What follows belongs to an exercise in optimizing a design on an open flow for small area, a short achievable clock period and few clock cycles; a production flow would make more cautious choices.
At most, simulation tests tie the RTL to the original design; equivalence was not proved.
Function not checked in runs 1 to 4 and 6: the RTL went through the layout flow alone.
Power figures rest on the tool's default switching activity, not on a simulated workload.

`design.v`:
```
package puf_pkg;
  localparam int unsigned C_IOSCNUM_DEF      = 48;
  localparam int unsigned C_IOSCDWIDTH_DEF   = 24;
  localparam int unsigned C_OIDWIDTH_DEF     = 24;
  localparam int unsigned C_MEMDATAWIDTH_DEF = 8;
  localparam int unsigned C_MEMADDRWIDTH_DEF = 24;
  localparam int unsigned C_CHALBASE_DEF     = 0;
  localparam int unsigned C_IDXW = $clog2(C_IOSCNUM_DEF);
endpackage
module cnt_regfile #(
  parameter int unsigned N  = puf_pkg::C_IOSCNUM_DEF,
  parameter int unsigned DW = puf_pkg::C_IOSCDWIDTH_DEF,
  parameter int unsigned IW = puf_pkg::C_IDXW
) (
  input  logic          I_sclk,
  input  logic          I_we,
  input  logic [IW-1:0] I_wr_idx,
  input  logic [DW-1:0] I_wr_data,
  input  logic [IW-1:0] I_rd_idx,
  input  logic          I_fwd,       
  output logic [DW-1:0] O_rd_data
);
  logic [N-1:0][DW-1:0] cnt_q;
  logic [DW-1:0]        rd;
  for (genvar i = 0; i < N; i++) begin : g_cnt
    always_ff @(posedge I_sclk) begin
      if (I_we && I_wr_idx == i) cnt_q[i] <= I_wr_data;
    end
  end
  always_comb begin
    rd = '0;
    for (int i = 0; i < N; i++)
      rd = rd | (cnt_q[i] & {DW{I_rd_idx == i}});
  end
  always_ff @(posedge I_sclk) O_rd_data <= I_fwd ? I_wr_data : rd;
endmodule
module puf_resp_gen #(
  parameter int unsigned C_IOSCNUM      = puf_pkg::C_IOSCNUM_DEF,
  parameter int unsigned C_IOSCDWIDTH   = puf_pkg::C_IOSCDWIDTH_DEF,
  parameter int unsigned C_OIDWIDTH     = puf_pkg::C_OIDWIDTH_DEF,
  parameter int unsigned C_MEMDATAWIDTH = puf_pkg::C_MEMDATAWIDTH_DEF,
  parameter int unsigned C_MEMADDRWIDTH = puf_pkg::C_MEMADDRWIDTH_DEF,
  parameter int unsigned C_CHALBASE     = puf_pkg::C_CHALBASE_DEF
) (
  input  logic                      I_sclk,
  input  logic                      I_rst,
  input  logic                      I_cnt_valid,
  input  logic [puf_pkg::C_IDXW-1:0]         I_cnt_idx,
  input  logic [C_IOSCDWIDTH-1:0]   I_cnt_data,
  output logic                      O_cnt_ready,
  input  logic                      I_start,
  output logic                      O_busy,
  output logic [C_MEMADDRWIDTH-1:0] O_mem_addr,
  input  logic [C_MEMDATAWIDTH-1:0] I_mem_data,
  output logic [C_OIDWIDTH-1:0]     O_prim_id,
  output logic                      O_id_valid,
  output logic                      O_err
);
  localparam int unsigned IW = puf_pkg::C_IDXW;
  localparam int unsigned CW = $clog2(C_IOSCNUM + 1);
  localparam int unsigned NB = 2 * C_OIDWIDTH;    
  localparam logic [IW-1:0] LAST_A = NB - 1;
  localparam logic [CW-1:0] N_ALL  = C_IOSCNUM;
  localparam logic [CW-1:0] N_TWO  = C_IOSCNUM - 2;
  logic          busy_q, ready_q, id_valid_q, err_q;
  logic          fetch_q, r_v_q, x_v_q;
  logic [IW-1:0] addr_q;
  logic [C_IOSCNUM-1:0] loaded_q;
  logic [CW-1:0]        nld_q;
  logic                 full_q, one_q;
  logic          r_odd_q, r_bad_q, a_bad_q;
  logic [C_IOSCDWIDTH-1:0] rd_q, a_q;
  logic [C_OIDWIDTH-1:0]   id_q;
  logic idle, run_end, wr_in, wr_oob, wr_new, all_in, start_acc, shift, cmp_bit;
  logic [C_IOSCNUM-1:0] wmask, loaded_d;
  logic [CW-1:0]        nld_d, nld_inc;
  logic                 two;
  logic                    wv_q;
  logic [IW-1:0]           widx_q;
  logic [C_IOSCDWIDTH-1:0] wdata_q;
  assign idle    = ~(fetch_q | r_v_q | x_v_q);
  assign run_end = r_v_q & ~fetch_q;
  assign wr_in  = I_cnt_valid & idle;
  assign wr_oob = wr_in & ({1'b0, I_cnt_idx} >= C_IOSCNUM);
  always_comb begin
    wmask = '0;
    for (int i = 0; i < C_IOSCNUM; i++) wmask[i] = wr_in & (I_cnt_idx == i);
  end
  assign wr_new = |(wmask & ~loaded_q);
  assign all_in    = full_q | (one_q & wr_new);
  assign start_acc = idle & I_start & all_in;
  assign loaded_d = run_end ? '0 : (loaded_q | wmask);
  assign nld_inc  = nld_q + 1'b1;
  assign nld_d    = run_end ? '0 : (wr_new ? nld_inc : nld_q);
  assign two      = nld_q == N_TWO;
  assign shift   = r_v_q & r_odd_q;
  assign cmp_bit = ~a_bad_q & ~r_bad_q & (a_q > rd_q);
  cnt_regfile #(
    .N  (C_IOSCNUM),
    .DW (C_IOSCDWIDTH),
    .IW (IW)
  ) u_cnt_regfile (
    .I_sclk    (I_sclk),
    .I_we      (wv_q),
    .I_wr_idx  (widx_q),
    .I_wr_data (wdata_q),
    .I_rd_idx  (I_mem_data[IW-1:0]),
    .I_fwd     (wv_q && I_mem_data[IW-1:0] == widx_q),
    .O_rd_data (rd_q)
  );
  always_ff @(posedge I_sclk) begin
    widx_q  <= I_cnt_idx;
    wdata_q <= I_cnt_data;
    r_odd_q <= ~addr_q[0];
    r_bad_q <= {1'b0, I_mem_data[IW-1:0]} >= C_IOSCNUM;
    a_q     <= rd_q;
    a_bad_q <= r_bad_q;
  end
  always_ff @(posedge I_sclk or posedge I_rst) begin
    if (I_rst) begin
      busy_q     <= 1'b0;
      ready_q    <= 1'b1;
      id_valid_q <= 1'b0;
      err_q      <= 1'b0;
      fetch_q    <= 1'b0;
      r_v_q      <= 1'b0;
      x_v_q      <= 1'b0;
      addr_q     <= '0;
      loaded_q   <= '0;
      nld_q      <= '0;
      full_q     <= 1'b0;
      one_q      <= 1'b0;
      wv_q       <= 1'b0;
      id_q       <= '0;
    end else begin
      fetch_q    <= start_acc | (fetch_q & (addr_q != '0));
      r_v_q      <= fetch_q;
      x_v_q      <= r_v_q;
      id_valid_q <= run_end;
      busy_q     <= start_acc | fetch_q | r_v_q;
      ready_q    <= ~(start_acc | fetch_q | r_v_q);
      loaded_q <= loaded_d;
      nld_q    <= nld_d;
      full_q   <= ~run_end & (full_q | (one_q & wr_new));
      one_q    <= ~run_end & (one_q ? ~wr_new : (two & wr_new));
      wv_q     <= wr_in & ~wr_oob;
      if (idle) begin
        if (I_start) err_q <= all_in ? wr_oob : 1'b1;
        else if (wr_oob) err_q <= 1'b1;
      end else if (shift && (a_bad_q || r_bad_q)) begin
        err_q <= 1'b1;
      end
      if (addr_q != '0 && addr_q != LAST_A) addr_q <= addr_q + 1'b1;
      else                                  addr_q <= IW'(start_acc);
      if (shift) id_q <= {cmp_bit, id_q[C_OIDWIDTH-1:1]};
    end
  end
  assign O_cnt_ready = ready_q;
  assign O_busy      = busy_q;
  assign O_mem_addr  = C_MEMADDRWIDTH'(addr_q);
  assign O_prim_id   = id_q;
  assign O_id_valid  = id_valid_q;
  assign O_err       = err_q;
endmodule
```
`run.sh`:
```
#!/bin/bash
# synth_recipe.tcl (not shown) runs the flow's synth.tcl, then flattens the netlist and writes it again
# the make line also repeats each setting of config.mk as NAME=value (left out here)
make -C /OpenROAD-flow-scripts/flow DESIGN_CONFIG=/design/flow/config.mk WORK_HOME=/design/flow/orfs CLKGATE_MAP_FILE= SYNTH_SCRIPT=/design/flow/synth_recipe.tcl finish
```
`config.mk`:
```
export PLATFORM = sky130hd
export DESIGN_NAME = puf_resp_gen
export DESIGN_NICKNAME = puf_resp_gen
export VERILOG_FILES = /design/flow/design.v
export SDC_FILE = /design/flow/constraint.sdc
export NUM_CORES = 4
export LEC_CHECK = 0
export CAP_MARGIN = 20
export CORE_MARGIN = 2
export CORE_UTILIZATION = 55
export CTS_CLUSTER_DIAMETER = 70
export CTS_CLUSTER_SIZE = 30
export SETUP_SLACK_MARGIN = 4.0
export SLEW_MARGIN = 20
```
`constraint.sdc`:
```
create_clock -name core_clock -period 6.5 [get_ports {I_sclk}]
set_input_delay 1.3000 -clock core_clock [delete_from_list [all_inputs] [get_ports {I_sclk}]]
set_output_delay 1.3000 -clock core_clock [all_outputs]
set_load 0.01 [all_outputs]
```
==> summary.txt, run 1 <==
Global route
  – GR Util met1: 54.4%
  – Top Usage Layer GRT: met2
  – GR Layer Usage met3: 11.4%
  – Largest net degree at the start of global routing: 58
  – Met2 Use GR: 60.7%
  – GR Util All Layers: 40.8%
  – Initial antenna violation count: 3
  – First-pass GRT wire length: 249000 um
  – Vias in the first global route: 29800
  – Grt total ovfl: 0

STA
  – Final setup viols: 0
  – Minimum clock period: 2650 ps
  – Achievable frequency: 377 MHz
  – Rel. slew slack: 42.4%
  – Fin. Hold Viols: 0
  – Actual slew at the worst max-slew pin: 864 ps
  – Worst Skew: 38.6 ps
  – RSZ-0062 raised after global routing: true
  – Setup TNS: 0 ps
  – Period utilization: 40.8%
  – Max-slew violations: 0

Synthesis
  – Simple logic cell fraction of the synthesized area: 6.64%
  – Main synth FF type: edfxtp_1
  – Mapped cell area: 49000 um^2
  – Mapped Avg Cell Area: 16.1 um^2
  – XOR/XNOR Fraction of Synth Area: 0.161%
  – FF+latch count, synth: 1327
  – Yosys top cell area share: 70.5%
  – Synth Warn #: 2
  – Synth area leaders: edfxtp_1, a22oi_1, dfrtp_1
  – Unique masters post-synth: 73
  – Largest family of logic cells by synthesized area: compound AO/OA/AOI/OAI gates
  – Post-synth top area cell: edfxtp_1
  – Synth Area in Compound Gates: 10.8%
  – Post-synthesis mux area share: 0.822%
  – Post-synth EDFFs: 1152
  – Sequential area share after synthesis: 78.6%
  – Post-synth ARST share: 7.08%
  – Synth Instances: 3038
  – Post-synthesis adder-cell area fraction: 0.714%

Worst hold path
  – Hold Path Stages: 0
  – Hold Path Sink: a_bad_q
  – Hold Path Class: flip-flop to flip-flop
  – Hold Crit Start: r_bad_q

Route
  – Via count: 32800
  – Routed len/inst: 42.3 um
  – Remaining antenna violation count: 0
  – Initial DRC Count: 6649
  – Final wirelength: 193000 um
  – Drt pass-1 iters: 6
  – Drt drc: 0
  – Vias per cell: 7.20

Setup path
  – RR Endpoint: u_cnt_regfile.cnt_q[237]
  – Type of origin of the critical path: flip-flop
  – Slowest stage delay, CP: 550 ps
  – CP max-delay cell: dfstp_2
  – Worst-path maximum fanout: 1
  – Buffers & Inverters on Critical Path: 1
  – Crit Reg-Reg Startpoint: widx_q[3]
  – Worst endpoint data arrival time: 1350 ps
  – CP required: 5200 ps
  – Cells on worst reg2reg path: 4
  – CP endpoint kind: primary output
  – Crit path cell chain: buf_6
  – CP delay by family, top: flip-flops
  – Crit path kind: flip-flop to primary output
  – Flop-to-flop setup slack: 3910 ps

Final layout
  – Commonest non-fill, non-tap cells in the layout: edfxtp_1, a22oi_1, nand2_1, buf_4, dfrtp_1
  – Area grow syn2layout: 18.3%
  – Final nets: 3403
  – Share of layout cells above drive strength 1: 24.7%
  – Post-route cell area: 58000 um^2
  – Commonest non-fill, non-tap cell in the layout: edfxtp_1

Die
  – Total die area: 91600 um^2
  – IO Pins: 94
  – Core Area: 88400 um^2
  – Rows: 109
  – Die Span Y: 303 um
  – Initial Util: 55.5%
  – Die span in x: 303 um

Run
  – Max Cap Viol: 0

Clock network
  – Clock sinks: 1327
  – Clock buffer depth: 3
  – # hold bufs at CTS: 0
  – CTS Buf Count: 61
  – Worst-path clk slew: 100 ps
  – H-tree level count: 2
  – Clock tree from TritonCTS: built
  – Root Driver: clkbuf_16
  – Worst-Skew Late Latency: 730 ps

Placed design
  – Area after DPL: 51900 um^2
  – Routability congestion estimate from global placement: 0.860
  – Detailed Place HPWL: 91800 um
  – IO buf count: 73

Power and ir drop
  – VDD IR max: 248 uV
  – Tot Pwr: 0.0153 W
  – Cell Pwr Density: 263 nW/um^2
  – Leakage power: 20.3 nW

Status
  – Status: timing/DRC/antenna clean
==> metrics by stage <==
step | util, % | setup WS [ps] | hold WS (ps) | instances
finish | 65.7 | 3850 | 359 | 4556
global placement | 58.8 | 1870 | 342 | 4208
detailed placement | 58.8 | 1830 | 339 | 4208
global route | 65.7 | 3820 | 372 | 4551
CTS | 63.9 | 3830 | 360 | 4486
floorplan | - | 3600 | 331 | 3055
==> sequential cells by signal, indices dropped and copies added, names as in the netlist <==
signal and cells:
a_bad_q 1, a_q 24, addr_q 6, busy_q 1, err_q 1, fetch_q 1, full_q 1, id_q 24
id_valid_q 1, loaded_q 48, nld_q 6, one_q 1, r_bad_q 1, r_odd_q 1, r_v_q 1, ready_q 1
u_cnt_regfile.O_rd_data 24, u_cnt_regfile.cnt_q 1152, wdata_q 24, widx_q 6, wv_q 1, x_v_q 1
==> how the worst max path moves through the flow <==
| stage | depth (start not counted) | to | startpoint |
|---|---|---|---|
| 2_1_floorplan | 7 | err_q | I_cnt_idx[0] |
| 3_3_place_gp | 8 | u_cnt_regfile.O_rd_data[7] | I_mem_data[5] |
| 3_5_place_dp | 8 | u_cnt_regfile.O_rd_data[22] | I_mem_data[1] |
| 4_1_cts | 1 | O_cnt_ready | ready_q |
| 5_1_grt | 1 | O_cnt_ready | ready_q |
| 6_report | 1 | O_cnt_ready | ready_q |
==> what timing repair did <==
item	CTS	global route
resized for setup	426	177
endpoints found under the setup margin	520	250
gates cloned	23	10
pin swaps	75	80
setup buffers	139	54
==> Yosys cell counts (24+ instances only) <==
| cell | instances |
|---|---|
| nor2_1 | 139 |
| inv_1 | 34 |
| dfrtp_1 | 93 |
| nand2_1 | 296 |
| buf_2 | 65 |
| ha_1 | 28 |
| a21oi_1 | 38 |
| nor4_1 | 62 |
| clkbuf_1 | 115 |
| edfxtp_1 | 1152 |
| mux2_2 | 26 |
| a22oi_1 | 576 |
| and2_1 | 49 |
| a41oi_1 | 24 |
| dfxtp_1 | 81 |
==> routing by layer <==
layer	routed length, um	vias up	share of wire [%]
li1	-	12500	-
met1	64100	16600	33
met2	83800	3025	44
met3	30300	676	16
met4	14400	2	7.5
met5	10	-	0.0052
==> cells by family (layout without fill, tap and decap cells) <==
logic type	after synthesis	after routing
other	1	23
xor gates and xnor gates	9	9
and+or+nand+nor	681	701
muxes	37	37
DFF	1327	1327
buffers and inverters	241	552
AOI/OAI and AO/OA	714	714
adders and majority gates	28	28
==> power breakdown <==
part | switching [W] | leakage (nW) | internal, W
sequential | 0.0000786 | 12.3 | 0.00934
clock | 0.00288 | 1.06 | 0.00211
combinational | 0.000492 | 6.91 | 0.000374
total | 0.00345 | 20.3 | 0.0118
==> final cells by class <==
| cell class | instances | area (um^2) |
|---|---|---|
| clock inverter | 35 | 454 |
| multi-input combinational | 1507 | 11500 |
| timing repair buffer | 401 | 4170 |
| clock buffer | 81 | 1720 |
| inverter | 35 | 135 |
| sequential | 1327 | 38600 |
| tap | 1165 | 1460 |
| fill | 6052 | 30300 |
| antenna | 5 | 12.5 |
==> inputs of run 2 (changes only) <==
--- a/design.v
+++ b/design.v
@@ -18,5 +18,4 @@
   input  logic [DW-1:0] I_wr_data,
   input  logic [IW-1:0] I_rd_idx,
-  input  logic          I_fwd,       
   output logic [DW-1:0] O_rd_data
 );
@@ -33,5 +32,5 @@
       rd = rd | (cnt_q[i] & {DW{I_rd_idx == i}});
   end
-  always_ff @(posedge I_sclk) O_rd_data <= I_fwd ? I_wr_data : rd;
+  always_ff @(posedge I_sclk) O_rd_data <= rd;
 endmodule
 module puf_resp_gen #(
@@ -62,23 +61,23 @@
   localparam logic [IW-1:0] LAST_A = NB - 1;
   localparam logic [CW-1:0] N_ALL  = C_IOSCNUM;
+  localparam logic [CW-1:0] N_ONE  = C_IOSCNUM - 1;
   localparam logic [CW-1:0] N_TWO  = C_IOSCNUM - 2;
   logic          busy_q, ready_q, id_valid_q, err_q;
-  logic          fetch_q, r_v_q, x_v_q;
+  logic          fetch_q, m_v_q, r_v_q, x_v_q;
   logic [IW-1:0] addr_q;
   logic [C_IOSCNUM-1:0] loaded_q;
   logic [CW-1:0]        nld_q;
-  logic                 full_q, one_q;
-  logic          r_odd_q, r_bad_q, a_bad_q;
+  logic                 new_q, full, one;
+  logic          m_odd_q, r_odd_q, r_bad_q, a_bad_q;
+  logic [IW-1:0] m_idx_q;
   logic [C_IOSCDWIDTH-1:0] rd_q, a_q;
   logic [C_OIDWIDTH-1:0]   id_q;
   logic idle, run_end, wr_in, wr_oob, wr_new, all_in, start_acc, shift, cmp_bit;
   logic [C_IOSCNUM-1:0] wmask, loaded_d;
-  logic [CW-1:0]        nld_d, nld_inc;
-  logic                 two;
   logic                    wv_q;
   logic [IW-1:0]           widx_q;
   logic [C_IOSCDWIDTH-1:0] wdata_q;
-  assign idle    = ~(fetch_q | r_v_q | x_v_q);
-  assign run_end = r_v_q & ~fetch_q;
+  assign idle    = ~(fetch_q | m_v_q | r_v_q | x_v_q);
+  assign run_end = r_v_q & ~m_v_q;
   assign wr_in  = I_cnt_valid & idle;
   assign wr_oob = wr_in & ({1'b0, I_cnt_idx} >= C_IOSCNUM);
@@ -88,10 +87,9 @@
   end
   assign wr_new = |(wmask & ~loaded_q);
-  assign all_in    = full_q | (one_q & wr_new);
+  assign full   = (nld_q == N_ALL) | (nld_q == N_ONE & new_q);
+  assign one    = (nld_q == N_ONE & ~new_q) | (nld_q == N_TWO & new_q);
+  assign all_in = full | (one & wr_new);
   assign start_acc = idle & I_start & all_in;
   assign loaded_d = run_end ? '0 : (loaded_q | wmask);
-  assign nld_inc  = nld_q + 1'b1;
-  assign nld_d    = run_end ? '0 : (wr_new ? nld_inc : nld_q);
-  assign two      = nld_q == N_TWO;
   assign shift   = r_v_q & r_odd_q;
   assign cmp_bit = ~a_bad_q & ~r_bad_q & (a_q > rd_q);
@@ -105,6 +103,5 @@
     .I_wr_idx  (widx_q),
     .I_wr_data (wdata_q),
-    .I_rd_idx  (I_mem_data[IW-1:0]),
-    .I_fwd     (wv_q && I_mem_data[IW-1:0] == widx_q),
+    .I_rd_idx  (m_idx_q),
     .O_rd_data (rd_q)
   );
@@ -112,6 +109,8 @@
     widx_q  <= I_cnt_idx;
     wdata_q <= I_cnt_data;
-    r_odd_q <= ~addr_q[0];
-    r_bad_q <= {1'b0, I_mem_data[IW-1:0]} >= C_IOSCNUM;
+    m_idx_q <= I_mem_data[IW-1:0];
+    m_odd_q <= ~addr_q[0];
+    r_odd_q <= m_odd_q;
+    r_bad_q <= {1'b0, m_idx_q} >= C_IOSCNUM;
     a_q     <= rd_q;
     a_bad_q <= r_bad_q;
@@ -124,4 +123,5 @@
       err_q      <= 1'b0;
       fetch_q    <= 1'b0;
+      m_v_q      <= 1'b0;
       r_v_q      <= 1'b0;
       x_v_q      <= 1'b0;
@@ -129,19 +129,18 @@
       loaded_q   <= '0;
       nld_q      <= '0;
-      full_q     <= 1'b0;
-      one_q      <= 1'b0;
+      new_q      <= 1'b0;
       wv_q       <= 1'b0;
       id_q       <= '0;
     end else begin
       fetch_q    <= start_acc | (fetch_q & (addr_q != '0));
-      r_v_q      <= fetch_q;
+      m_v_q      <= fetch_q;
+      r_v_q      <= m_v_q;
       x_v_q      <= r_v_q;
       id_valid_q <= run_end;
-      busy_q     <= start_acc | fetch_q | r_v_q;
-      ready_q    <= ~(start_acc | fetch_q | r_v_q);
+      busy_q     <= start_acc | fetch_q | m_v_q | r_v_q;
+      ready_q    <= ~(start_acc | fetch_q | m_v_q | r_v_q);
       loaded_q <= loaded_d;
-      nld_q    <= nld_d;
-      full_q   <= ~run_end & (full_q | (one_q & wr_new));
-      one_q    <= ~run_end & (one_q ? ~wr_new : (two & wr_new));
+      nld_q    <= run_end ? '0 : nld_q + CW'(new_q);
+      new_q    <= wr_new;
       wv_q     <= wr_in & ~wr_oob;
       if (idle) begin
--- a/config.mk
+++ b/config.mk
@@ -9,6 +9,6 @@
 export CORE_MARGIN = 2
 export CORE_UTILIZATION = 55
-export CTS_CLUSTER_DIAMETER = 70
-export CTS_CLUSTER_SIZE = 30
+export CTS_CLUSTER_DIAMETER = 90
+export CTS_CLUSTER_SIZE = 25
 export SETUP_SLACK_MARGIN = 4.0
 export SLEW_MARGIN = 20
==> run 2 against run 1 <==
  * Still clean
  * Total power decreased by 3.0%
  * Hold slack worse by 16 ps
  * Setup slack got worse by 130 ps
  * Cell area decreased by 0.46%
  * Count of clock-buffer cells in the layout grew 25
==> summary.txt, run 2 <==
Power and ir drop
  – Sequential fraction of design power: 64.6%
  – Comb power frac: 5.9%
  – Cell Pwr Density: 257 nW/um^2
  – Net Switching: 0.00327 W
  – Sw Share: 22.1%
  – Pint: 0.0116 W
  – VDD IR max: 227 uV
  – Clk network pwr share: 29.5%
  – Leakage power: 19.4 nW

Synthesis
  – Commonest cells post-synth: edfxtp_1, a22oi_1, nor2_1
  – Post-synth EDFFs: 1152
  – FF+latch count, synth: 1334
  – Sequential area share after synthesis: 80.4%
  – Synth Instances: 2729
  – Synth area leaders: edfxtp_1, dfrtp_1, a22oi_1
  – Unique masters post-synth: 70
  – Mapped Avg Cell Area: 17.6 um^2
  – Main synth FF type: edfxtp_1
  – Post-synth ARST share: 7.05%
  – Mapped cell area: 48200 um^2
  – Count leader, synth: edfxtp_1
  – Synth Warn #: 2
  – Yosys top cell area share: 71.8%
  – Post-synth top area cell: edfxtp_1

STA
  – Max-slew violations: 0
  – Achievable frequency: 360 MHz
  – Fin. Hold Viols: 0
  – Post-route setup slack: 3720 ps
  – Rel. slew slack: 38.2%
  – Worst Skew: 31.9 ps
  – Actual slew at the worst max-slew pin: 927 ps
  – Minimum clock period: 2780 ps
  – Hold WS: 343 ps
  – RSZ-0062 raised after global routing: true
  – Final setup viols: 0
  – Setup TNS: 0 ps
  – Period utilization: 42.8%

Setup path
  – Type of origin of the critical path: flip-flop
  – Worst endpoint data arrival time: 3160 ps
  – Worst-path maximum fanout: 7
  – RR Endpoint: u_cnt_regfile.O_rd_data[11]
  – Flop-to-flop setup slack: 3720 ps
  – Cells on worst reg2reg path: 10
  – CP required: 6880 ps
  – Crit Reg-Reg Startpoint: m_idx_q[1]
  – Crit path kind: flip-flop to flip-flop
  – CP endpoint kind: flip-flop

Route
  – Final wirelength: 182000 um
  – Drt pass-1 iters: 6
  – Remaining antenna violation count: 0
  – Via count: 31600
  – Initial DRC Count: 6434
  – Drt drc: 0
  – Vias per cell: 7.23
  – Routed len/inst: 41.7 um

Worst hold path
  – Hold Path Sink: a_q[12]
  – Hold Path Class: flip-flop to flip-flop
  – Hold Crit Start: u_cnt_regfile.O_rd_data[12]
  – Hold Path Stages: 0

Placed design
  – Detailed Place HPWL: 88100 um
  – Cells after DPL: 3950
  – Routability congestion estimate from global placement: 0.868
  – IO buf count: 73
  – Pre-CTS WS: 2140 ps

Clock network
  – Clock sinks: 1334
  – CTS Buf Count: 59
  – H-tree level count: 2
  – Clock buffer depth: 3
  – # hold bufs at CTS: 0
  – Worst-path clk slew: 100 ps
  – Root Driver: clkbuf_16
  – Clock tree from TritonCTS: built
  – Worst-Skew Late Latency: 700 ps

Run
  – Max Cap Viol: 0

Final layout
  – Final cell count without fillers: 4371
  – Final nets: 3233
  – Max reg flops: 1152
  – Util after Layout: 66.6%
  – Multi-input gate area: 10500 um^2
  – Largest registers: u_cnt_regfile.cnt_q x1152, loaded_q x48
  – Reg area: 38700 um^2
  – Share of layout cells above drive strength 1: 26.2%
  – Largest Register: u_cnt_regfile.cnt_q
  – Commonest non-fill, non-tap cell in the layout: edfxtp_1
  – Fillers: 5853
  – Area grow syn2layout: 19.9%
  – Commonest non-fill, non-tap cells in the layout: edfxtp_1, buf_4, a22oi_1, a22o_1, dfrtp_1

Global route
  – Initial antenna violation count: 10
  – Largest net degree at the start of global routing: 50
  – Vias in the first global route: 28500
  – Grt total ovfl: 0
  – First-pass GRT wire length: 234000 um
  – GR Util All Layers: 38.7%

Die
  – IO Pins: 94
  – Initial Util: 55.5%
  – Core Area: 86800 um^2
  – Rows: 108
  – Die Span Y: 300 um
  – Total die area: 89900 um^2
  – Die span in x: 300 um

Status
  – Status: timing/DRC/antenna clean
## run 2: cell types whose count changed after synthesis, moves of 35 or more
| cell | before | now |
|---|---|---|
| clkbuf_1 | 115 | 69 |
| a22oi_1 | 576 | 246 |
| nor4_1 | 62 | 11 |
| nand3_1 | 19 | 54 |
| a221oi_1 | 1 | 163 |
| nand4_1 | 22 | 70 |
| nand2_1 | 296 | 34 |
| and2_1 | 49 | 2 |
| a22o_1 | 0 | 168 |
## run 2: critical path: stages, from the launching register on
cell,delay [ps]
dfxtp_4,360
buf_8,140
buf_6,120
nand4_1,250
nor2_4,100
buf_12,170
a22o_1,220
a221oi_2,210
nand3_1,160
nor4_4,280
nand4_1,450
## run 2: layout make-up
cell class / instances / area share, %
sequential: 1334 / 67.1
multi-input combinational: 1231 / 18.1
timing repair buffer: 507 / 9.11
clock buffer: 106 / 2.90
tap: 1155 / 2.50
inverter: 30 / 0.206
clock inverter: 6 / 0.0845
antenna: 2 / 0.00866
## run 2: power groups by stage
stage	sequential (W)	clock (W)	combinational [W]
floorplan	0.00976	0	0.000349
global placement	0.00976	0	0.000646
detailed placement	0.00977	0	0.000670
CTS	0.00957	0.00435	0.000775
global route	0.00960	0.00463	0.000924
finish	0.00958	0.00437	0.000872
## run 2: worst max path at each step
stage	end	start	slack [ps]	cells after the start
floorplan	err_q	I_cnt_idx[3]	3600	8
global placement	err_q	I_cnt_idx[0]	2210	8
detailed placement	err_q	I_cnt_idx[0]	2140	8
CTS	u_cnt_regfile.O_rd_data[11]	m_idx_q[1]	3820	9
global route	u_cnt_regfile.O_rd_data[11]	m_idx_q[1]	3770	10
finish	u_cnt_regfile.O_rd_data[11]	m_idx_q[1]	3720	10
## run 2: repair_timing
item / CTS / global route
pin swaps: 88 / 102
endpoints found under the setup margin: 304 / 177
gates resized for setup: 404 / 157
gates cloned: 5 / 17
buffers inserted: 167 / 117
## run 2: cell families (layout without fill, tap and decap cells)
kind of cell    after synthesis  in the layout  synth area share (%)
compound gates              683            683                  11.3
simple gates                461            462                  5.06
xor+xnor                      7              7                 0.127
fa+ha+maj                    28             28                 0.727
flops                      1334           1334                  80.4
mux                          33             33                 0.748
buf+inv                     182            649                  1.70
other cells                   1             20               0.00779
## run 2: per-layer routing
metal	track usage, %	part of all wire (%)	vias to the layer above
met5	0	0.057	-
met4	18.4	6.3	10
met3	10.7	16	626
met2	57.8	43	3016
met1	53.2	34	15900
li1	-	-	12000
## run 2: through the flow
step / cell area (um^2) / power (W)
3_3_place_gp: 51400 / 0.0104
3_5_place_dp: 51400 / 0.0104
6_report: 57800 / 0.0148
5_1_grt: 57800 / 0.0152
2_1_floorplan: 48300 / 0.0101
4_1_cts: 55600 / 0.0147
==> inputs of run 3 (changes only) <==
--- a/design.v
+++ b/design.v
@@ -89,5 +89,11 @@
   assign full   = (nld_q == N_ALL) | (nld_q == N_ONE & new_q);
   assign one    = (nld_q == N_ONE & ~new_q) | (nld_q == N_TWO & new_q);
-  assign all_in = full | (one & wr_new);
+  logic [IW-1:0] miss_idx;
+  always_comb begin
+    miss_idx = '0;
+    for (int i = 0; i < C_IOSCNUM; i++)
+      if (!loaded_q[i]) miss_idx = miss_idx | IW'(i);
+  end
+  assign all_in = full | (one & wr_in & (I_cnt_idx == miss_idx));
   assign start_acc = idle & I_start & all_in;
   assign loaded_d = run_end ? '0 : (loaded_q | wmask);
==> run 3 against run 2 <==
  * Critical path type is now flip-flop to primary output
  * Cell area is 5.0% lower
  * Sequential share of layout area is 3.5 points higher
  * Count of clock-buffer cells in the layout is 2 higher
  * Flip-flop and latch count stayed put
  * Area after synthesis is 1.2% higher
  * Core utilization is 4.3 points lower
  * Critical path depth is 9 lower
  * Via count is 3.1% lower
  * Combinational power is 21% lower
  * Largest cell class unchanged
  * First-iteration DRC count is 12% lower
  * Setup slack better by 180 ps
  * Total power is 1.3% lower
==> summary.txt, run 3 <==
Status
  – Status: timing/DRC/antenna clean

Run
  – Max Cap Viol: 0

Die
  – Core Area: 88100 um^2
  – IO Pins: 94
  – Die Span Y: 302 um
  – Rows: 109
  – Total die area: 91000 um^2
  – Initial Util: 55.3%
  – Die span in x: 302 um

Global route
  – Initial antenna violation count: 3
  – First-pass GRT wire length: 227000 um
  – GR Util All Layers: 36.9%
  – Vias in the first global route: 27900
  – Grt total ovfl: 0
  – Largest net degree at the start of global routing: 56

STA
  – Minimum clock period: 2600 ps
  – Rel. slew slack: 32.4%
  – Worst Skew: 36.6 ps
  – RSZ-0062 raised after global routing: true
  – Achievable frequency: 385 MHz
  – Max-slew violations: 0
  – Period utilization: 40.0%
  – Actual slew at the worst max-slew pin: 1010 ps
  – Setup TNS: 0 ps
  – Final setup viols: 0
  – Fin. Hold Viols: 0

Route
  – Via count: 30600
  – Drt pass-1 iters: 6
  – Remaining antenna violation count: 0
  – Routed len/inst: 38.5 um
  – Initial DRC Count: 5668
  – Drt drc: 0
  – Vias per cell: 6.95
  – Final wirelength: 170000 um

Clock network
  – Worst-path clk slew: 90 ps
  – Clock tree from TritonCTS: built
  – H-tree level count: 2
  – Clock buffer depth: 3
  – # hold bufs at CTS: 0
  – CTS Buf Count: 60
  – Worst-Skew Late Latency: 700 ps
  – Clock sinks: 1334
  – Root Driver: clkbuf_16

Setup path
  – CP required: 5200 ps
  – CP Launch Point: ready_q
  – CP max-delay cell: dfstp_2
  – Worst endpoint data arrival time: 1300 ps
  – Crit Reg-Reg Startpoint: m_idx_q[2]
  – Buffers & Inverters on Critical Path: 1
  – CP endpoint kind: primary output
  – CP delay by family, top: flip-flops
  – Slowest stage delay, CP: 540 ps
  – Type of origin of the critical path: flip-flop
  – Crit path cell chain: buf_6
  – Worst-path maximum fanout: 1
  – Crit path kind: flip-flop to primary output

Synthesis
  – Synth area leaders: edfxtp_1, a22oi_1, dfrtp_1
  – Post-synth top area cell: edfxtp_1
  – Main synth FF type: edfxtp_1
  – Count leader, synth: edfxtp_1
  – Post-synth ARST share: 7.05%
  – Mapped Avg Cell Area: 16.5 um^2
  – Post-synth EDFFs: 1152
  – Sequential area share after synthesis: 79.4%
  – Yosys top cell area share: 71.0%
  – Commonest cells post-synth: edfxtp_1, a22oi_1, nand2_1
  – Synth Instances: 2962
  – FF+latch count, synth: 1334
  – Mapped cell area: 48700 um^2
  – Synth Warn #: 2
  – Unique masters post-synth: 64

Placed design
  – Routability congestion estimate from global placement: 0.867
  – Detailed Place HPWL: 89800 um
  – IO buf count: 73
  – Cells after DPL: 4190

Final layout
  – Final cell count without fillers: 4412
  – Largest Register: u_cnt_regfile.cnt_q
  – Commonest non-fill, non-tap cell in the layout: edfxtp_1
  – Final nets: 3262
  – Largest registers: u_cnt_regfile.cnt_q x1152, loaded_q x48
  – Share of layout cells above drive strength 1: 16.2%
  – Max reg flops: 1152
  – Commonest non-fill, non-tap cells in the layout: edfxtp_1, a22oi_1, nand2_1, buf_4, nor2_4
  – Area grow syn2layout: 12.6%

Power and ir drop
  – Comb power frac: 4.7%
  – VDD IR max: 198 uV
  – Pint: 0.0115 W
  – Sw Share: 21.6%
  – Tot Pwr: 0.0146 W
  – Sequential fraction of design power: 64.9%
  – Cell Pwr Density: 267 nW/um^2
  – Net Switching: 0.00316 W
  – Leakage power: 18.4 nW
  – Clk network pwr share: 30.4%

Worst hold path
  – Hold Path Class: flip-flop to flip-flop
  – Hold Crit Start: m_odd_q
[run 3: changes by cell type after synthesis, sizes merged, moves of 51 or more]
cell / delta
a22oi: +331
nand2: +222
a22o: -168
a221oi: -163
nor4: +51
[run 3: metal layers]
metal,wire length (um),global-route usage (%),vias up
met3,22500,7.36,394
met5,89,0,-
met4,7780,13.2,4
met1,62700,52.9,15700
met2,77000,56.9,2388
li1,-,-,12200
[run 3: final timing paths]
| check | to | slack [ps] | cells after the start |
|---|---|---|---|
| worst max register to register | u_cnt_regfile.O_rd_data[3] | 3940 | 7 |
| worst min-delay path | r_odd_q | 330 | 0 |
| worst max-delay path | O_cnt_ready | 3900 | 1 |
| max in group asynchronous | loaded_q[13] | 4360 | 3 |
| worst min register to register | r_odd_q | 330 | 0 |
| min in group asynchronous | id_q[3] | 1100 | 2 |
[run 3: repair_timing]
action,CTS,global route
pin swaps,23,15
buffers inserted,68,36
setup endpoints to repair,262,240
gates cloned,0,1
gates resized for setup,203,53
[run 3: cells by family after synthesis]
logic type,synth area share (%)
buffers and inverters,1.78
adders and majority gates,0.719
DFF,79.4
xor gates and xnor gates,0.198
and+or+nand+nor,6.90
muxes,0.732
AOI/OAI and AO/OA,10.2
other,0.00769
[run 3: power by group through the flow]
stage | clock [W] | sequential, W | combinational [W]
final | 0.00445 | 0.00950 | 0.000689
after detailed placement | 0 | 0.00969 | 0.000645
after global placement | 0 | 0.00968 | 0.000629
after global routing | 0.00475 | 0.00951 | 0.000735
after floorplan | 0 | 0.00972 | 0.000288
after CTS | 0.00445 | 0.00949 | 0.000659
[run 3: stage by stage]
step / utilization [%] / cell area [um^2] / hold WS, ps / worst slack (ps)
6_report: 62.3 / 54900 / 334 / 3900
5_1_grt: 62.3 / 54900 / 344 / 3860
4_1_cts: 61.7 / 54400 / 338 / 3860
3_5_place_dp: 58.9 / 51900 / 315 / 2590
3_3_place_gp: 58.9 / 51800 / 315 / 2540
2_1_floorplan: - / 48800 / 310 / 3900
[run 3: final cells by class]
cell class | count | area [um^2]
inverter | 29 | 113
clock inverter | 6 | 65.1
fill | 6455 | 33200
sequential | 1334 | 38700
multi-input combinational | 1464 | 10200
antenna | 3 | 7.51
clock buffer | 108 | 1720
timing repair buffer | 303 | 2610
tap | 1165 | 1460
==> inputs of run 4 (changes only) <==
--- a/design.v
+++ b/design.v
@@ -63,5 +63,5 @@
   localparam logic [CW-1:0] N_ONE  = C_IOSCNUM - 1;
   localparam logic [CW-1:0] N_TWO  = C_IOSCNUM - 2;
-  logic          busy_q, ready_q, id_valid_q, err_q;
+  logic          busy_q, id_valid_q, err_q;
   logic          fetch_q, m_v_q, r_v_q, x_v_q;
   logic [IW-1:0] addr_q;
@@ -125,5 +125,4 @@
     if (I_rst) begin
       busy_q     <= 1'b0;
-      ready_q    <= 1'b1;
       id_valid_q <= 1'b0;
       err_q      <= 1'b0;
@@ -145,5 +144,4 @@
       id_valid_q <= run_end;
       busy_q     <= start_acc | fetch_q | m_v_q | r_v_q;
-      ready_q    <= ~(start_acc | fetch_q | m_v_q | r_v_q);
       loaded_q <= loaded_d;
       nld_q    <= run_end ? '0 : nld_q + CW'(new_q);
@@ -161,5 +159,5 @@
     end
   end
-  assign O_cnt_ready = ready_q;
+  assign O_cnt_ready = ~busy_q;
   assign O_busy      = busy_q;
   assign O_mem_addr  = C_MEMADDRWIDTH'(addr_q);
==> run 4 against run 3 <==
  * Flip-flop and latch count decreased by 1
  * Setup slack got worse by 18 ps
  * Global-route usage increased by 0.34 points
  * Core utilization increased by 0.48 points
  * Register-to-register slack got worse by 20 ps
  * Via count increased by 0.41%
  * Maximum frequency decreased by 0.67%
  * Critical path type is now primary input to flip-flop
  * Highest routed layer unchanged
==> summary.txt, run 4 <==
Final layout
  – Share of layout cells above drive strength 1: 17.1%
  – Largest registers: u_cnt_regfile.cnt_q x1152, loaded_q x48
  – Commonest non-fill, non-tap cell in the layout: edfxtp_1
  – Fillers: 6383
  – Max reg flops: 1152
  – Area grow syn2layout: 13.6%
  – Final nets: 3305
  – Largest Register: u_cnt_regfile.cnt_q
  – Commonest non-fill, non-tap cells in the layout: edfxtp_1, a22oi_1, nand2_1, buf_4
  – Util after Layout: 62.8%

Synthesis
  – Post-synth top area cell: edfxtp_1
  – Yosys top cell area share: 71.2%
  – Main synth FF type: edfxtp_1
  – Mapped Avg Cell Area: 16.3 um^2
  – Synth Instances: 2982
  – Synth Warn #: 2
  – Sequential area share after synthesis: 79.6%
  – Post-synth EDFFs: 1152
  – FF+latch count, synth: 1333
  – Unique masters post-synth: 67
  – Mapped cell area: 48600 um^2
  – Post-synth ARST share: 6.98%
  – Count leader, synth: edfxtp_1
  – Synth area leaders: edfxtp_1, a22oi_1, dfrtp_1
  – Commonest cells post-synth: edfxtp_1, a22oi_1, nand2_1

STA
  – Achievable frequency: 382 MHz
  – RSZ-0062 raised after global routing: true
  – Actual slew at the worst max-slew pin: 953 ps
  – Rel. slew slack: 36.5%
  – Minimum clock period: 2620 ps
  – Setup TNS: 0 ps
  – Period utilization: 40.2%
  – Final setup viols: 0
  – Fin. Hold Viols: 0
  – Max-slew violations: 0
  – Worst Skew: 24.1 ps

Clock network
  – Root Driver: clkbuf_16
  – Clock sinks: 1333
  – Clock buffer depth: 3
  – H-tree level count: 2
  – CTS Buf Count: 59
  – Worst-path clk slew: 100 ps
  – Clock tree from TritonCTS: built
  – Worst-Skew Late Latency: 690 ps

Global route
  – Initial antenna violation count: 5
  – Largest net degree at the start of global routing: 71
  – Grt total ovfl: 0
  – GR Util All Layers: 37.2%
  – Vias in the first global route: 28300
  – First-pass GRT wire length: 228000 um

Worst hold path
  – Hold Path Class: flip-flop to flip-flop

Placed design
  – Detailed Place HPWL: 95600 um
  – Routability congestion estimate from global placement: 0.866
  – IO buf count: 73

Setup path
  – CP endpoint kind: flip-flop
  – Worst endpoint data arrival time: 3160 ps
  – Crit path cell chain: buf_2 > nand3b_4 > nor3_1 > a2111oi_1 > a311o_1 > o31ai_1 > or4_1
  – Crit path kind: primary input to flip-flop
  – Worst-path maximum fanout: 9
  – CP max-delay cell: or4_1
  – CP required: 7050 ps
  – CP delay by family, top: simple AND/OR/NAND/NOR gates
  – Type of origin of the critical path: primary input
  – Buffers & Inverters on Critical Path: 1
  – Slowest stage delay, CP: 470 ps

Die
  – Initial Util: 55.3%
  – Die Span Y: 301 um
  – IO Pins: 94
  – Core Area: 88000 um^2
  – Total die area: 90800 um^2
  – Rows: 109
  – Die span in x: 301 um

Route
  – Met2 wire len: 77100 um
  – Metal3 WL: 23300 um
  – Initial DRC Count: 5347
  – Top layer in use: met5
  – Via count: 30800
  – Vias per cell: 6.91
  – Remaining antenna violation count: 0
  – Met1 WL: 61300 um
  – Final wirelength: 171000 um
  – Routed len/inst: 38.3 um
  – Drt drc: 0
  – Drt pass-1 iters: 5

Status
  – Status: timing/DRC/antenna clean

Power and ir drop
  – Comb power frac: 5.2%
  – VDD IR max: 230 uV
  – Sw Share: 21.4%
  – Sequential fraction of design power: 65.0%
  – Net Switching: 0.00312 W
  – Pint: 0.0115 W
  – Clk network pwr share: 29.8%
  – Leakage power: 18.7 nW
  – Cell Pwr Density: 264 nW/um^2
  – Tot Pwr: 0.0146 W

Run
  – Max Cap Viol: 0
## run 4: changes by cell type in the layout (fill, tap and decap cells not counted), sizes merged, moves of 6 or more
| cell | change |
|---|---|
| nand2 | +32 |
| buf | +26 |
| nand4 | -22 |
| nor4 | +22 |
| a31oi | -21 |
| a21oi | +11 |
| nor2b | -7 |
| a21o | +6 |
## run 4: power groups by stage
stage / clock network [W] / registers [W] / logic [W]
after floorplan: 0 / 0.00972 / 0.000282
after global placement: 0 / 0.00968 / 0.000645
after detailed placement: 0 / 0.00969 / 0.000663
after CTS: 0.00437 / 0.00949 / 0.000701
after global routing: 0.00465 / 0.00950 / 0.000809
final: 0.00435 / 0.00949 / 0.000758
## run 4: what timing repair did
item,in CTS,in global routing
gates cloned,0,2
buffers inserted,83,35
endpoints found under the setup margin,356,152
resized for setup,250,67
hold buffers,0,0
pin swaps,46,19
## run 4: final timing paths
| path | startpoint | endpoint | slack, ps | cells after the start |
|---|---|---|---|---|
| max in group asynchronous | I_rst | loaded_q[15] | 4450 | 3 |
| min | m_odd_q | r_odd_q | 340 | 0 |
| max | I_cnt_idx[0] | new_q | 3880 | 7 |
| min reg2reg | m_odd_q | r_odd_q | 340 | 0 |
| min in group asynchronous | I_rst | id_q[4] | 1000 | 2 |
| max reg2reg | r_v_q | new_q | 3920 | 6 |
## run 4: cell families (layout without fill, tap and decap cells)
logic type,after synthesis,after routing,synth area share [%]
xor gates and xnor gates,11,11,0.198
and+or+nand+nor,709,709,6.83
adders and majority gates,28,28,0.721
AOI/OAI and AO/OA,684,684,10.3
DFF,1333,1333,79.6
buffers and inverters,187,473,1.71
other,1,23,0.00771
muxes,29,29,0.661
## run 4: area by class of cell
type	count	area, um^2	area share [%]
diodes	5	12.5	0.0227
clock buffers	107	1700	3.08
clock inverters	4	42.5	0.0770
inverters	33	128	0.231
multi-input cells	1479	10400	18.7
flip-flops and latches	1333	38700	70.1
well taps	1165	1460	2.64
repair buffers	329	2820	5.10
## run 4: stage by stage
| stage | cell area, um^2 | worst slack [ps] | cells | hold slack [ps] |
|---|---|---|---|---|
| after floorplan | 48800 | 3690 | 2999 | 310 |
| after global placement | 51900 | 2170 | 4219 | 314 |
| after detailed placement | 51900 | 2120 | 4219 | 320 |
| after CTS | 54600 | 3730 | 4413 | 344 |
| after global routing | 55200 | 3790 | 4450 | 361 |
| final | 55200 | 3880 | 4455 | 342 |
## run 4: per-layer routing
layer	up-vias	global-route usage (%)
li1	12300	-
met1	15700	51.4
met2	2381	57.1
met3	440	9.34
met4	8	15.5
met5	-	0
==> inputs of run 5 (changes only) <==
--- a/design.v
+++ b/design.v
@@ -61,12 +61,11 @@
   localparam logic [IW-1:0] LAST_A = NB - 1;
   localparam logic [CW-1:0] N_ALL  = C_IOSCNUM;
-  localparam logic [CW-1:0] N_ONE  = C_IOSCNUM - 1;
   localparam logic [CW-1:0] N_TWO  = C_IOSCNUM - 2;
-  logic          busy_q, id_valid_q, err_q;
+  logic          busy_q, ready_q, id_valid_q, err_q;
   logic          fetch_q, m_v_q, r_v_q, x_v_q;
   logic [IW-1:0] addr_q;
   logic [C_IOSCNUM-1:0] loaded_q;
   logic [CW-1:0]        nld_q;
-  logic                 new_q, full, one;
+  logic                 full_q, one_q;
   logic          m_odd_q, r_odd_q, r_bad_q, a_bad_q;
   logic [IW-1:0] m_idx_q;
@@ -75,4 +74,6 @@
   logic idle, run_end, wr_in, wr_oob, wr_new, all_in, start_acc, shift, cmp_bit;
   logic [C_IOSCNUM-1:0] wmask, loaded_d;
+  logic [CW-1:0]        nld_d, nld_inc;
+  logic                 two;
   logic                    wv_q;
   logic [IW-1:0]           widx_q;
@@ -87,15 +88,10 @@
   end
   assign wr_new = |(wmask & ~loaded_q);
-  assign full   = (nld_q == N_ALL) | (nld_q == N_ONE & new_q);
-  assign one    = (nld_q == N_ONE & ~new_q) | (nld_q == N_TWO & new_q);
-  logic [IW-1:0] miss_idx;
-  always_comb begin
-    miss_idx = '0;
-    for (int i = 0; i < C_IOSCNUM; i++)
-      if (!loaded_q[i]) miss_idx = miss_idx | IW'(i);
-  end
-  assign all_in = full | (one & wr_in & (I_cnt_idx == miss_idx));
+  assign all_in    = full_q | (one_q & wr_new);
   assign start_acc = idle & I_start & all_in;
   assign loaded_d = run_end ? '0 : (loaded_q | wmask);
+  assign nld_inc  = nld_q + 1'b1;
+  assign nld_d    = run_end ? '0 : (wr_new ? nld_inc : nld_q);
+  assign two      = nld_q == N_TWO;
   assign shift   = r_v_q & r_odd_q;
   assign cmp_bit = ~a_bad_q & ~r_bad_q & (a_q > rd_q);
@@ -125,4 +121,5 @@
     if (I_rst) begin
       busy_q     <= 1'b0;
+      ready_q    <= 1'b1;
       id_valid_q <= 1'b0;
       err_q      <= 1'b0;
@@ -134,5 +131,6 @@
       loaded_q   <= '0;
       nld_q      <= '0;
-      new_q      <= 1'b0;
+      full_q     <= 1'b0;
+      one_q      <= 1'b0;
       wv_q       <= 1'b0;
       id_q       <= '0;
@@ -144,7 +142,9 @@
       id_valid_q <= run_end;
       busy_q     <= start_acc | fetch_q | m_v_q | r_v_q;
+      ready_q    <= ~(start_acc | fetch_q | m_v_q | r_v_q);
       loaded_q <= loaded_d;
-      nld_q    <= run_end ? '0 : nld_q + CW'(new_q);
-      new_q    <= wr_new;
+      nld_q    <= nld_d;
+      full_q   <= ~run_end & (full_q | (one_q & wr_new));
+      one_q    <= ~run_end & (one_q ? ~wr_new : (two & wr_new));
       wv_q     <= wr_in & ~wr_oob;
       if (idle) begin
@@ -159,5 +159,5 @@
     end
   end
-  assign O_cnt_ready = ~busy_q;
+  assign O_cnt_ready = ready_q;
   assign O_busy      = busy_q;
   assign O_mem_addr  = C_MEMADDRWIDTH'(addr_q);
==> run 5 against run 4 <==
  * Combinational power shrank 11%
  * Clock skew grew 8.5 ps
  * Core utilization about the same
==> summary.txt, run 5 <==
Run
  – Max Cap Viol: 0

Placed design
  – Detailed Place HPWL: 86300 um
  – Routability congestion estimate from global placement: 0.860
  – IO buf count: 73

Route
  – Routed len/inst: 38.2 um
  – Drt pass-1 iters: 8
  – Vias per cell: 6.94
  – Final wirelength: 168000 um
  – Remaining antenna violation count: 0
  – Initial DRC Count: 5712
  – Drt drc: 0
  – Via count: 30500

Die
  – Initial Util: 55.7%
  – Total die area: 90700 um^2
  – IO Pins: 94
  – Die Span Y: 301 um
  – Rows: 108
  – Core Area: 87200 um^2
  – Die span in x: 301 um

Synthesis
  – Count leader, synth: edfxtp_1
  – Commonest cells post-synth: edfxtp_1, a22oi_1, nand2_1
  – FF+latch count, synth: 1335
  – Mapped cell area: 48600 um^2
  – Synth area leaders: edfxtp_1, a22oi_1, dfrtp_1
  – Sequential area share after synthesis: 79.8%
  – Unique masters post-synth: 61
  – Post-synth top area cell: edfxtp_1
  – Post-synth ARST share: 7.12%
  – Synth Warn #: 2
  – Synth Instances: 2974
  – Main synth FF type: edfxtp_1
  – Post-synth EDFFs: 1152
  – Yosys top cell area share: 71.2%
  – Mapped Avg Cell Area: 16.3 um^2

STA
  – Rel. slew slack: 43.0%
  – Period utilization: 40.3%
  – Final setup viols: 0
  – RSZ-0062 raised after global routing: true
  – Worst Skew: 32.6 ps
  – Fin. Hold Viols: 0
  – Achievable frequency: 382 MHz
  – Actual slew at the worst max-slew pin: 855 ps
  – Setup TNS: 0 ps
  – Minimum clock period: 2620 ps
  – Max-slew violations: 0

Global route
  – Largest net degree at the start of global routing: 63
  – Grt total ovfl: 0
  – Vias in the first global route: 28300
  – First-pass GRT wire length: 227000 um
  – GR Util All Layers: 37.0%
  – Initial antenna violation count: 3

Final layout
  – Area grow syn2layout: 12.6%
  – Max reg flops: 1152
  – Final nets: 3260
  – Util after Layout: 62.8%
  – Share of layout cells above drive strength 1: 15.6%
  – Commonest non-fill, non-tap cell in the layout: edfxtp_1
  – Commonest non-fill, non-tap cells in the layout: edfxtp_1, a22oi_1, nand2_1, buf_4, dfrtp_1
  – Largest Register: u_cnt_regfile.cnt_q
  – Largest registers: u_cnt_regfile.cnt_q x1152, loaded_q x48

Power and ir drop
  – Cell Pwr Density: 265 nW/um^2
  – Leakage power: 18.6 nW
  – VDD IR max: 237 uV

Clock network
  – Worst-Skew Late Latency: 710 ps
  – Clock tree from TritonCTS: built
  – Worst-path clk slew: 110 ps
  – H-tree level count: 2
  – Clock buffer depth: 3
  – CTS Buf Count: 59
  – # hold bufs at CTS: 0
  – Root Driver: clkbuf_16
  – Clock sinks: 1335

Status
  – Status: timing/DRC/antenna clean

Setup path
  – CP endpoint kind: flip-flop
  – Crit path kind: primary input to flip-flop
  – Worst-path maximum fanout: 7
  – CP required: 7120 ps
  – Flop-to-flop setup slack: 4000 ps
  – Worst endpoint data arrival time: 3240 ps
  – Type of origin of the critical path: primary input

Worst hold path
  – Hold Path Class: flip-flop to flip-flop
[run 5: cell types whose count changed after synthesis, moves of 12 or more]
cell,before,now
nand2_1,288,300
nand4_1,37,21
nor4_1,86,73
buf_2,32,14
clkbuf_1,97,115
[run 5: cell families after synthesis]
group	synth area share [%]
compound gates	10.3
xor+xnor	0.0541
fa+ha+maj	0.721
buf+inv	1.69
flops	79.8
mux	0.848
other cells	0.00772
simple gates	6.60
[run 5: metal layers]
layer / global-route usage (%) / wire, um / vias up
li1: - / - / 12100
met1: 53.1 / 61400 / 15600
met2: 55.9 / 75100 / 2413
met3: 7.64 / 23400 / 396
met4: 15.0 / 7960 / 2
met5: 0 / 13 / -
[run 5: what timing repair did]
item,in CTS,in global routing
gates cloned,1,0
pin swaps,39,16
setup endpoints to repair,353,155
buffers inserted,76,14
gates resized for setup,234,36
[run 5: path summary, 6_finish.rpt]
| path | startpoint | end | cells past startpoint |
|---|---|---|---|
| worst max-delay path | I_cnt_idx[3] | nld_q[4] | 8 |
| worst max register to register | m_idx_q[1] | u_cnt_regfile.O_rd_data[12] | 8 |
| max in group asynchronous | I_rst | loaded_q[23] | 3 |
| worst min register to register | m_odd_q | r_odd_q | 0 |
| min in group asynchronous | I_rst | id_q[0] | 2 |
| worst min-delay path | m_odd_q | r_odd_q | 0 |
[run 5: per-stage QoR]
stage | worst slack, ps | area (um^2) | hold slack [ps] | cells | total power [W]
floorplan | 3460 | 48700 | 310 | 2991 | 0.00996
global placement | 2110 | 51800 | 312 | 4193 | 0.0102
detailed placement | 2040 | 51800 | 314 | 4193 | 0.0103
CTS | 3850 | 54400 | 338 | 4381 | 0.0145
global route | 3860 | 54700 | 355 | 4395 | 0.0149
finish | 3880 | 54700 | 335 | 4396 | 0.0145
[run 5: power breakdown]
part	internal, W	switching [W]
logic	0.000261	0.000416
registers	0.00938	0.0000778
clock network	0.00178	0.00260
[run 5: worst max-delay path, cell delays in order]
cell      delay [ps]
buf_12           100
buf_12           130
nor4bb_4         160
a221o_1          370
a311o_1          360
o21a_4           240
or4_1            470
nand4_1          110
[run 5: final cells by class]
class	instances	area (um^2)
repair buffers	291	2590
fillers	6429	32400
multi-input cells	1468	10100
inverters	35	139
clock inverters	6	70.1
flip-flops and latches	1335	38800
clock buffers	105	1650
diodes	1	2.50
well taps	1155	1450
Testbench counts of run 5, summed over its fixed seeds: cycles 19,008.
==> inputs of run 6 (changes only) <==
--- a/design.v
+++ b/design.v
@@ -32,5 +32,5 @@
       rd = rd | (cnt_q[i] & {DW{I_rd_idx == i}});
   end
-  always_ff @(posedge I_sclk) O_rd_data <= rd;
+  assign O_rd_data = rd;
 endmodule
 module puf_resp_gen #(
@@ -61,12 +61,13 @@
   localparam logic [IW-1:0] LAST_A = NB - 1;
   localparam logic [CW-1:0] N_ALL  = C_IOSCNUM;
+  localparam logic [CW-1:0] N_ONE  = C_IOSCNUM - 1;
   localparam logic [CW-1:0] N_TWO  = C_IOSCNUM - 2;
   logic          busy_q, ready_q, id_valid_q, err_q;
-  logic          fetch_q, m_v_q, r_v_q, x_v_q;
+  logic          fetch_q, m_v_q, x_v_q;
   logic [IW-1:0] addr_q;
   logic [C_IOSCNUM-1:0] loaded_q;
   logic [CW-1:0]        nld_q;
-  logic                 full_q, one_q;
-  logic          m_odd_q, r_odd_q, r_bad_q, a_bad_q;
+  logic                 new_q, full, one;
+  logic          m_odd_q, m_bad, a_bad_q;
   logic [IW-1:0] m_idx_q;
   logic [C_IOSCDWIDTH-1:0] rd_q, a_q;
@@ -74,11 +75,9 @@
   logic idle, run_end, wr_in, wr_oob, wr_new, all_in, start_acc, shift, cmp_bit;
   logic [C_IOSCNUM-1:0] wmask, loaded_d;
-  logic [CW-1:0]        nld_d, nld_inc;
-  logic                 two;
   logic                    wv_q;
   logic [IW-1:0]           widx_q;
   logic [C_IOSCDWIDTH-1:0] wdata_q;
-  assign idle    = ~(fetch_q | m_v_q | r_v_q | x_v_q);
-  assign run_end = r_v_q & ~m_v_q;
+  assign idle    = ~(fetch_q | m_v_q | x_v_q);
+  assign run_end = m_v_q & ~fetch_q;
   assign wr_in  = I_cnt_valid & idle;
   assign wr_oob = wr_in & ({1'b0, I_cnt_idx} >= C_IOSCNUM);
@@ -88,12 +87,12 @@
   end
   assign wr_new = |(wmask & ~loaded_q);
-  assign all_in    = full_q | (one_q & wr_new);
+  assign full   = (nld_q == N_ALL) | (nld_q == N_ONE & new_q);
+  assign one    = (nld_q == N_ONE & ~new_q) | (nld_q == N_TWO & new_q);
+  assign all_in = full | (one & wr_new);
   assign start_acc = idle & I_start & all_in;
   assign loaded_d = run_end ? '0 : (loaded_q | wmask);
-  assign nld_inc  = nld_q + 1'b1;
-  assign nld_d    = run_end ? '0 : (wr_new ? nld_inc : nld_q);
-  assign two      = nld_q == N_TWO;
-  assign shift   = r_v_q & r_odd_q;
-  assign cmp_bit = ~a_bad_q & ~r_bad_q & (a_q > rd_q);
+  assign m_bad   = {1'b0, m_idx_q} >= C_IOSCNUM;
+  assign shift   = m_v_q & m_odd_q;
+  assign cmp_bit = ~a_bad_q & ~m_bad & (a_q > rd_q);
   cnt_regfile #(
     .N  (C_IOSCNUM),
@@ -113,8 +112,6 @@
     m_idx_q <= I_mem_data[IW-1:0];
     m_odd_q <= ~addr_q[0];
-    r_odd_q <= m_odd_q;
-    r_bad_q <= {1'b0, m_idx_q} >= C_IOSCNUM;
     a_q     <= rd_q;
-    a_bad_q <= r_bad_q;
+    a_bad_q <= m_bad;
   end
   always_ff @(posedge I_sclk or posedge I_rst) begin
@@ -126,11 +123,9 @@
       fetch_q    <= 1'b0;
       m_v_q      <= 1'b0;
-      r_v_q      <= 1'b0;
       x_v_q      <= 1'b0;
       addr_q     <= '0;
       loaded_q   <= '0;
       nld_q      <= '0;
-      full_q     <= 1'b0;
-      one_q      <= 1'b0;
+      new_q      <= 1'b0;
       wv_q       <= 1'b0;
       id_q       <= '0;
@@ -138,18 +133,16 @@
       fetch_q    <= start_acc | (fetch_q & (addr_q != '0));
       m_v_q      <= fetch_q;
-      r_v_q      <= m_v_q;
-      x_v_q      <= r_v_q;
+      x_v_q      <= m_v_q;
       id_valid_q <= run_end;
-      busy_q     <= start_acc | fetch_q | m_v_q | r_v_q;
-      ready_q    <= ~(start_acc | fetch_q | m_v_q | r_v_q);
+      busy_q     <= start_acc | fetch_q | m_v_q;
+      ready_q    <= ~(start_acc | fetch_q | m_v_q);
       loaded_q <= loaded_d;
-      nld_q    <= nld_d;
-      full_q   <= ~run_end & (full_q | (one_q & wr_new));
-      one_q    <= ~run_end & (one_q ? ~wr_new : (two & wr_new));
+      nld_q    <= run_end ? '0 : nld_q + CW'(new_q);
+      new_q    <= wr_new;
       wv_q     <= wr_in & ~wr_oob;
       if (idle) begin
         if (I_start) err_q <= all_in ? wr_oob : 1'b1;
         else if (wr_oob) err_q <= 1'b1;
-      end else if (shift && (a_bad_q || r_bad_q)) begin
+      end else if (shift && (a_bad_q || m_bad)) begin
         err_q <= 1'b1;
       end
==> run 6 against run 5 <==
  * Die area shrank 0.65%
  * First-iteration DRC count grew 17%
  * Global-route usage grew 3.0 points
  * Count of clock-buffer cells in the layout is the same
  * Setup slack lost 1100 ps
  * Wire length grew 9.1%
  * Critical path depth grew 8
  * Critical endpoint is now id_q[23]
==> summary.txt, run 6 <==
Placed design
  – Pre-CTS WS: 1430 ps
  – Routability congestion estimate from global placement: 0.888
  – IO buf count: 73
  – Detailed Place HPWL: 96900 um

Global route
  – Largest net degree at the start of global routing: 75
  – First-pass GRT wire length: 243000 um
  – GR Util met1: 57.4%
  – Top Usage Layer GRT: met2
  – Initial antenna violation count: 8
  – Grt total ovfl: 0
  – Met2 Use GR: 58.3%
  – Vias in the first global route: 29700
  – GR Layer Usage met3: 9.77%
  – GR Util All Layers: 39.9%

STA
  – Final setup viols: 0
  – Setup TNS: 0 ps
  – Max-slew violations: 0
  – Actual slew at the worst max-slew pin: 957 ps
  – Period utilization: 57.6%
  – Worst Skew: 31.1 ps
  – Rel. slew slack: 36.2%
  – Post-route setup slack: 2760 ps
  – Fin. Hold Viols: 0
  – Achievable frequency: 267 MHz
  – RSZ-0062 raised after global routing: true
  – Minimum clock period: 3740 ps
  – Hold WS: 501 ps

Clock network
  – CTS Buf Count: 58
  – Clock buffer depth: 3
  – Worst-Skew Late Latency: 700 ps
  – H-tree level count: 2
  – Worst-path clk slew: 100 ps
  – Clock sinks: 1307
  – Clock tree from TritonCTS: built
  – Root Driver: clkbuf_16
  – # hold bufs at CTS: 0

Synthesis
  – Commonest cells post-synth: edfxtp_1, a22oi_1, nand2_1
  – Main synth FF type: edfxtp_1
  – Unique masters post-synth: 74
  – Synth Warn #: 2
  – Post-synth EDFFs: 1152
  – FF+latch count, synth: 1307
  – Count leader, synth: edfxtp_1
  – Sequential area share after synthesis: 79.1%
  – Synth Instances: 2904
  – Post-synth top area cell: edfxtp_1
  – Mapped cell area: 48200 um^2
  – Synth area leaders: edfxtp_1, a22oi_1, dfrtp_1
  – Mapped Avg Cell Area: 16.6 um^2
  – Post-synth ARST share: 7.12%
  – Yosys top cell area share: 71.7%

Setup path
  – CP Launch Point: m_idx_q[5]
  – Type of origin of the critical path: flip-flop
  – Slowest stage delay, CP: 400 ps
  – CP endpoint: id_q[23]
  – CP endpoint kind: flip-flop
  – Crit path cell chain: nand2b_4 > buf_12 > buf_4 > nor2_4 > buf_4 > buf_6 > a22oi_2 > nand2_2 > nor4_4 > and3_4 > ha_4 > nand4_1 > nor3_4 > nand4_1 > nand4_1 > a32oi_1
  – Worst-path maximum fanout: 10
  – Cells on worst reg2reg path: 16
  – Flop-to-flop setup slack: 2760 ps
  – Crit Reg-Reg Startpoint: m_idx_q[5]
  – Worst endpoint data arrival time: 4300 ps
  – CP max-delay cell: dfxtp_4
  – RR Endpoint: id_q[23]
  – Crit path kind: flip-flop to flip-flop
  – CP dominant cell by count: nand4_1
  – CP required: 7060 ps

Run
  – Max Cap Viol: 0

Route
  – Vias per cell: 7.09
  – Drt pass-1 iters: 8
  – Via count: 32400
  – Final wirelength: 183000 um
  – Routed len/inst: 40.1 um
  – Remaining antenna violation count: 0
  – Initial DRC Count: 6689
  – Drt drc: 0

Final layout
  – Max reg flops: 1152
  – Final nets: 3430
  – Commonest non-fill, non-tap cell in the layout: edfxtp_1
  – Largest registers: u_cnt_regfile.cnt_q x1152, loaded_q x48
  – Largest Register: u_cnt_regfile.cnt_q
  – Area grow syn2layout: 19.7%
  – Share of layout cells above drive strength 1: 25.5%
  – Util after Layout: 66.5%
  – Commonest non-fill, non-tap cells in the layout: edfxtp_1, a22oi_1, buf_4, nand2_1, nor2_4

Die
  – Die Span Y: 300 um
  – IO Pins: 94
  – Initial Util: 55.5%
  – Core Area: 86900 um^2
  – Total die area: 90100 um^2
  – Rows: 108
  – Die span in x: 300 um

Power and ir drop
  – Tot Pwr: 0.0145 W
  – VDD IR max: 227 uV
  – Leakage power: 20.1 nW
  – Cell Pwr Density: 250 nW/um^2

Worst hold path
  – Hold Path Class: flip-flop to flip-flop

Status
  – Status: timing/DRC/antenna clean
run 6: cell types whose count changed after synthesis, moves of 11 or more:
cell,before,now
nor2_2,0,22
clkbuf_1,115,41
buf_2,14,75
nand2_1,300,268
mux2i_1,13,2
nand4_1,21,32
nor2_1,170,150
dfxtp_1,88,62
and3_1,2,23
inv_1,34,5
nor4_1,73,51
run 6: power breakdown:
part	total, W	internal (W)	switching [W]
Combinational	0.000874	0.000362	0.000513
Clock	0.00433	0.00174	0.00259
Sequential	0.00926	0.00919	0.0000705
run 6: critical path, delay by kind of cell (launching register included):
family	cells	cell delay (ps)
AND/OR/NAND/NOR	9	2040
buffers and inverters	4	690
adder cells (fa/ha/maj)	1	170
AO/OA/AOI/OAI	2	300
flip-flops	1	400
run 6: layout make-up:
cell class,count,area (um^2)
sequential,1307,38200
fill,5892,29100
multi-input combinational,1457,10900
timing repair buffer,529,5440
clock buffer,105,1650
tap,1155,1450
clock inverter,5,57.6
inverter,7,30.0
antenna,3,7.51
run 6: cell families after synthesis:
kind of cell | share of synthesized area [%]
flip-flops | 79.1
adder cells (fa/ha/maj) | 0.726
multiplexers | 0.765
buffers and inverters | 1.74
AO/OA/AOI/OAI | 10.3
other | 0.00777
XOR/XNOR | 0.127
AND/OR/NAND/NOR | 7.25
run 6: per-stage QoR:
stage	cells	cell area [um^2]
finish	4568	57800
global route	4566	57800
global placement	4148	51600
floorplan	2921	48700
CTS	4496	56300
detailed placement	4149	51600
run 6: worst min path at each step:
stage / from / end / slack [ps] / cells past startpoint
2_1_floorplan: fetch_q / m_v_q / 440 / 0
3_3_place_gp: loaded_q[6] / loaded_q[6] / 470 / 2
3_5_place_dp: loaded_q[0] / loaded_q[0] / 480 / 2
4_1_cts: loaded_q[0] / loaded_q[0] / 510 / 2
5_1_grt: loaded_q[29] / loaded_q[29] / 540 / 2
6_report: loaded_q[20] / loaded_q[20] / 500 / 2
run 6: per-layer routing:
layer,vias to the layer above,routed length (um)
li1,12500,-
met1,16400,64300
met2,2927,79600
met3,554,29600
met4,6,9610
met5,-,31
run 6: what timing repair did:
action	in CTS	in global routing
gates resized for setup	321	158
setup buffers	235	66
pin swaps	92	80
cloned	2	3
setup endpoints to repair	321	215

==> what the ideal ports hide <==
The flow's constraints put no driver on any port. The routed layouts listed below were extracted and timed again, unchanged, in two steps. Step 1, drivers: a clkbuf_16 drives I_sclk and a buf_2 each remaining input, both assumed. Step 2, shift: input delay + t, output delay - t, t = (earliest + latest rising clock arrival at the registers) / 2. This alone moves slack from input paths to output paths. a / b / c = no drivers / after step 1 / after step 2; a / b = the first two.
run | t, ns | setup slack, ns | worst data-port slew with drivers (ns)
run 1 | 0.775 | 3.851 / 3.783 / 3.091 | 0.18
run 2 | 0.760 | 3.721 / 3.721 / 3.231 | 0.19
run 3 | 0.752 | 3.902 / 3.834 / 3.383 | 0.04
run 4 | 0.742 | 3.884 / 3.895 / 3.184 | 0.06
run 5 | 0.762 | 3.882 / 3.818 / 3.141 | 0.12
run 6 | 0.761 | 2.758 / 2.758 / 2.758 | 0.06
After both steps setup and hold are still met in every run listed. For run 1, which loses most, drivers alone change the setup slack by -0.068 ns; drivers and shift together by -0.760 ns.
